Background: an optimization exercise with open tools, aiming at small area, a short achievable clock period and few clock cycles. Do not read the settings as production practice. At most, simulation tests tie the RTL to the original design; equivalence was not proved. Power and IR drop assume default switching activity.

Setup of v6:
==> flow/design.v (excerpt) <==
module polyline_uniform_resampler #(
   parameter int MAX_PER_SEGMENT = plr_pkg::MAX_PER_SEGMENT_DEF,
   parameter int COORD_BITS      = plr_pkg::COORD_BITS_DEF
) (
   input  logic                           clock,
   input  logic                           reset,
   input  logic                           req_tvalid,
   output logic                           req_tready,
   input  logic [plr_pkg::REQ_DATA_W-1:0] req_tdata,   
   input  logic                           req_tlast,   
   output logic                           rsp_tvalid,
   input  logic                           rsp_tready,
   output logic [plr_pkg::RSP_DATA_W-1:0] rsp_tdata,   
   output logic                           rsp_tlast,   
   output logic [plr_pkg::RSP_USER_W-1:0] rsp_tuser,   
   input  logic                           psel,
   input  logic                           penable,
   input  logic                           pwrite,
   input  logic [plr_pkg::CSR_ADDR_W-1:0] paddr,
   input  logic [plr_pkg::CSR_DATA_W-1:0] pwdata,
   output logic [plr_pkg::CSR_DATA_W-1:0] prdata,
   output logic                           pready
);
   localparam int CW = 10;    
   localparam int LW = 21;    
   localparam int DW = 18;    
   localparam int NW = 6;     
   logic [7:0]  iv_ff;        
   logic [15:0] w_ff;         
   logic [7:0]  rd_ff;        
  ...
For scale: ~470 flip-flops, ~150 I/O pins, roughly 30000 um^2 of cells after synthesis.
clock: 11.0 ns
lec_check: 0
abc_clock_period_in_ps: 3000
cap_margin: 20
core_margin: 2
core_utilization: 40
slew_margin: 20
tns_end_percent: 100
standard.sh (not shown) runs the stock make flow with config.mk's settings and CLKGATE_MAP_FILE= SYNTH_SCRIPT=/design/flow/synth_recipe.tcl, a recipe that flattens the netlist after the stock synthesis.
==> flow/flow/run.sh <==
#!/bin/bash
# The standard layout, with timing repair aiming below the clock period so that the
# achieved period is as short as the repair can make it. Constraints are unchanged.
set -euo pipefail
bash standard.sh SETUP_SLACK_MARGIN=7.5 finish > standard.log 2>&1
What v7 does differently from v6 at the input level:
diff --git a/flow/design.v b/flow/design.v
--- a/flow/design.v
+++ b/flow/design.v
@@ -237,31 +237,29 @@
                n1_st_nx = N1_DONE;
             end
          end
       end
    end
    logic          srch_ok;
    logic [LW+1:0] x_ok, x_no;
    logic [LW-1:0] c_ok;
    logic [LW-1:0] wb;                      
-   logic          first_ff;                
+   logic [LW-1:0] wb_top;                  
    logic [2:0]    k_top;
-   logic          n_zero;
    logic [NW-1:0] n_num;
    logic          n2_free;
    logic [LW-1:0] l2_sum;
    logic          n2_skip;
    assign srch_ok = !x_ff[LW+1] && (x_ff[LW:0] >= {1'b0, wb});
    assign x_ok    = x_ff - {2'b00, c_ff[LW-1:1]} - {wb, 1'b0};
    assign x_no    = x_ff + {2'b00, c_ff[LW-1:1]};
    assign c_ok    = {1'b0, c_ff[LW-1:1]} + wb;
-   assign n_zero  = x_ff[LW-1:0] < LW'(w_ff);    
-   assign wb      = LW'({w_ff, 12'd0} >> {3'd6 - k2_ff, 1'b0});
+   assign wb_top  = LW'({w_ff, 12'd0} >> {3'd6 - k_top, 1'b0});
    always_comb begin
       if (w_ff[15:9] == '0)       k_top = 3'd6;
       else if (w_ff[15:11] == '0) k_top = 3'd5;
       else if (w_ff[15:13] == '0) k_top = 3'd4;
       else if (w_ff[15] == 1'b0)  k_top = 3'd3;
       else                        k_top = 3'd2;
    end
    assign n_num   = n_ff[6] ? NW'(MAX_PER_SEGMENT) : n_ff[NW-1:0];
    assign l2_sum  = as_ff + ac_ff;
@@ -361,40 +359,40 @@
          ac_ff      <= sq_c;
       end
       if (reset) begin
          n2_st_ff <= N2_IDLE;
       end else if (n2_load) begin
          n2_st_ff <= m1_zero_ff ? N2_HAND : N2_SRCH;
       end else if (n2_free) begin
          n2_st_ff <= N2_IDLE;
       end else if (n2_st_ff == N2_SRCH) begin
-         if ((k2_ff == 3'd0) || (first_ff && (((k2_ff == 3'd6) && srch_ok) || n_zero))) n2_st_ff <= N2_HAND;
+         if ((k2_ff == 3'd0) || ((k2_ff == 3'd6) && srch_ok)) n2_st_ff <= N2_HAND;
       end
       if (n2_load) begin
          x_ff      <= {2'b00, l2_sum};
          c_ff      <= '0;
          n_ff      <= '0;
          k2_ff     <= k_top;
-         first_ff  <= 1'b1;
+         wb        <= wb_top;
          m2_x_ff   <= m1_x_ff;
          m2_y_ff   <= m1_y_ff;
          m2_nx_ff  <= m1_nx_ff;
          m2_ny_ff  <= m1_ny_ff;
          m2_fin_ff <= m1_fin_ff;
          m2_zero_ff <= m1_zero_ff;
          m2_bx_ff  <= m1_bx_ff;
          m2_by_ff  <= m1_by_ff;
       end else if (n2_st_ff == N2_SRCH) begin
          k2_ff      <= k2_ff - 3'd1;
-         first_ff   <= 1'b0;
+         wb         <= wb >> 2;
          c_ff       <= srch_ok ? c_ok : (c_ff >> 1);
          x_ff       <= srch_ok ? x_ok : x_no;
-         n_ff[k2_ff] <= srch_ok && !(first_ff && n_zero);
+         n_ff[k2_ff] <= srch_ok;
       end
       if (reset) begin
          b_v_ff <= 1'b0;
       end else if (n2_hand) begin
          b_v_ff <= 1'b1;
       end else if (c_take) begin
          b_v_ff <= 1'b0;
       end
       if (n2_hand) begin
@@ -403,19 +401,26 @@
          b_num_ff  <= n2_skip ? NW'(1) : n_num;
          b_skip_ff <= n2_skip;
          b_clip_ff <= n_ff[6];
          b_fin_ff  <= m2_fin_ff;
          b_nx_ff   <= m2_nx_ff;
          b_ny_ff   <= m2_ny_ff;
          if ((n_num == '0) && !n2_skip) begin
             b_done_ff <= 1'b1;
             b_cnt_ff  <= '0;
-         end else if (short_div && !n2_skip) begin
+         end else if ((n_num == NW'(1)) || n2_skip) begin
+            b_done_ff  <= 1'b1;
+            b_cnt_ff   <= '0;
+            b_rem_x_ff <= '0;
+            b_rem_y_ff <= '0;
+            b_dq_x_ff  <= {m2_x_ff, 8'd0};
+            b_dq_y_ff  <= {m2_y_ff, 8'd0};
+         end else if (short_div) begin
             b_done_ff  <= 1'b0;
             b_cnt_ff   <= 4'd7;
             b_rem_x_ff <= NW'(m2_x_ff[9:6]);
             b_rem_y_ff <= NW'(m2_y_ff[9:6]);
             b_dq_x_ff  <= {m2_x_ff[5:0], 12'd0};
             b_dq_y_ff  <= {m2_y_ff[5:0], 12'd0};
          end else begin
             b_done_ff  <= 1'b0;
             b_cnt_ff   <= 4'd9;
--- outcome ---
v7: required time at the endpoint of the critical path lower than v6. In the flow results for v7 and v6, the share of total power in combinational logic is smaller on v7. v7 — count of flip-flops with a built-in enable after synthesis 21 higher, v6 as reference. Between v7 and v6, the number of global-route vias before repair is lower for v7. Diff v7 and v6: final HPWL from detailed placement lower in v6. Routed length on met3 (v7 over v6): decrease, 2.4%. v7 vs v6 — placed instance count rose 77. v6 -> v7: cell internal power dissipation decreased by a few percent.
Testbench counts of v7, summed over its fixed seeds: cycles 38,656.
No functional check of the RTL was part of v6.

Setup of v14:
polyline_uniform_resampler, a different RTL version from the one above (not shown whole).
Size in the first run: roughly 2900 cells after synthesis, roughly 500 flip-flops, roughly 150 I/O pins, about 0.030 mm² of cells after synthesis.
export LEC_CHECK = 0
export ABC_CLOCK_PERIOD_IN_PS = 3000
export CAP_MARGIN = 20
export CORE_MARGIN = 2
export CORE_UTILIZATION = 40
export CTS_CLUSTER_DIAMETER = 60
export CTS_CLUSTER_SIZE = 30
export SLEW_MARGIN = 20
export TNS_END_PERCENT = 100
create_clock -name core_clock -period 11.0 [get_ports {clock}]
Scripts as last shown in full above: flow/flow/run.sh
v14 went all the way through the flow, and no timing, DRC or antenna check failed.
Relative to v14, the following input files were edited for v27:
--- a/flow/design.v
+++ b/flow/design.v
@@ -135,17 +135,16 @@
       N2_HAND = 2'd2
    } n2_state_t;
    n2_state_t     n2_st_ff;
    logic [2:0]    k2_ff;                   
    logic [LW+1:0] d_ff;                    
    logic [LW-1:0] c_ff;                    
    logic          first_ff;                
    logic          n2_w_ff;                 
-   logic          c_dn_ff;                 
    logic [6:0]    n_ff;                    
    logic [CW-1:0] m2_x_ff, m2_y_ff;
    logic          m2_nx_ff, m2_ny_ff, m2_fin_ff, m2_zero_ff;
    logic [CW-1:0] m2_bx_ff, m2_by_ff;
    logic          b_v_ff;                  
    logic          b_done_ff;               
    logic [3:0]    b_cnt_ff;                
    logic [CW-1:0] b_bx_ff, b_by_ff;
@@ -241,35 +240,37 @@
             end else if (cur_fin_ff) begin
                n1_st_nx = N1_DONE;
             end
          end
       end
    end
    logic          d_pos;
    logic          d_sub;
-   logic [LW+1:0] d_nx;
+   logic [LW+1:0] d_nx, d_dn, d_up;
    logic [LW:0]   c_nx;
    logic [6:0]    n_fin;                   
    logic [LW-1:0] wb;                      
    logic [LW-1:0] wb_top;                  
    logic [4:0]    bl_m, bl_w;              
    logic [6:0]    ks_t;
    logic [2:0]    ks;                      
    logic          ks_none;                 
    logic [2:0]    m1_ks_ff;
    logic          m1_none_ff;
    logic [NW-1:0] n_num;
    logic          n2_free;
    logic          n2_skip;
    assign d_pos = !d_ff[LW+1];
    assign d_sub = d_pos && !first_ff;
-   assign d_nx  = d_ff + ({2'b00, c_ff} ^ {(LW+2){d_sub}}) + {2'b11, ~wb} + (LW+2)'(d_sub) + (LW+2)'(1);
+   assign d_dn  = d_ff - {2'b00, c_ff} - {2'b00, wb};
+   assign d_up  = d_ff + {2'b00, c_ff} - {2'b00, wb};
+   assign d_nx  = d_sub ? d_dn : d_up;
    assign c_nx  = first_ff ? {1'b0, wb}
-                           : {2'b00, c_ff[LW-1:1]} + ({1'b0, wb} ^ {(LW+1){c_dn_ff}}) + (LW+1)'(c_dn_ff);
+                           : {2'b00, c_ff[LW-1:1]} + ({1'b0, wb} ^ {(LW+1){!d_pos}}) + (LW+1)'(!d_pos);
    assign n_fin = {n_ff[6:1], d_pos};
    assign wb_top  = LW'({w_ff, 12'd0} >> {3'd6 - m1_ks_ff, 1'b0});
    always_comb begin
       bl_m = '0;
       for (int i = 0; i < CW; i++) if (m1_x_ff[i] || m1_y_ff[i]) bl_m = 5'(i + 1);
       bl_w = '0;
       for (int i = 0; i < 16; i++) if (w_ff[i]) bl_w = 5'(i + 1);
       ks_t    = 7'({bl_m, 1'b1}) - 7'(bl_w);
@@ -405,17 +406,16 @@
          m2_bx_ff  <= m1_bx_ff;
          m2_by_ff  <= m1_by_ff;
       end else if (n2_st_ff == N2_SRCH) begin
          k2_ff      <= k2_ff - 3'd1;
          wb         <= wb >> 2;
          first_ff   <= 1'b0;
          c_ff       <= LW'(c_nx);
          d_ff       <= d_nx;
-         c_dn_ff    <= d_nx[LW+1];
          if (!first_ff) n_ff[k2_ff + 3'd1] <= d_pos;
       end
       if (reset) begin
          b_v_ff <= 1'b0;
       end else if (n2_hand) begin
          b_v_ff <= 1'b1;
       end else if (b_free) begin
          b_v_ff <= 1'b0;
### Flow results
v27: full flow OK, the timing, design-rule and antenna checks passed. On final critical-path required period, the higher figure sits with v14, not v27. On number of vias after detailed routing: v27 sits above v14. Diff v14 -> v27: total power down 17%; weighted congestion at the end of routability-driven global placement down about 5.6%; synthesized cell count up 7.3%; cell area up 0.0020 mm²; wire length up about 8%. Destination of the critical timing path: d_ff[22] -> v27, d_ff[21] -> v14. v27 reports its critical path startpoint as d_ff[12] while v14 reports d_ff[22]. Compared with v14, v27 shows a lower post-synthesis xor/xnor area fraction. Delta (v27 minus v14): largest stage delay on the critical path went up by 0.06 ns, count of clock tree sinks roughly the same.
Function was not checked in any run of this note: the RTL went through the layout flow alone.

## separate check: timing with driven ports
How much do the figures lean on ideal ports? The routed layouts below were timed once more, with nothing changed but the port constraints.
Step 1 assumes that a clkbuf_16 drives the clock port and a buf_2 every other input.
Step 2 also shifts input and output timing later by t, the mid clock arrival at the registers, as if the neighbouring blocks saw the same clock.
Three values: ideal ports, drivers, drivers and shift; two values: the first two.
run | t, ns | setup slack, ns | hold WS [ns] | worst register clock-pin slew, ns | pins driven straight from the clock port
v6 | 0.683 | 6.857 / 6.857 / 6.854 | 0.401 / 0.401 / 0.401 | 0.07 / 0.07 | 1
v7 | 0.677 | 7.503 / 7.445 / 6.890 | 0.389 / 0.389 / 0.389 | 0.06 / 0.06 | 1
v14 | 0.656 | 7.268 / 7.268 / 6.993 | 0.414 / 0.414 / 0.414 | 0.11 / 0.11 | 1
v27 | 0.661 | 7.357 / 7.357 / 6.885 | 0.423 / 0.423 / 0.423 | 0.10 / 0.10 | 1
After both steps every run listed still meets setup and hold. For v7, which loses most, drivers alone change the setup slack by -0.058 ns; drivers and shift together by -0.613 ns.
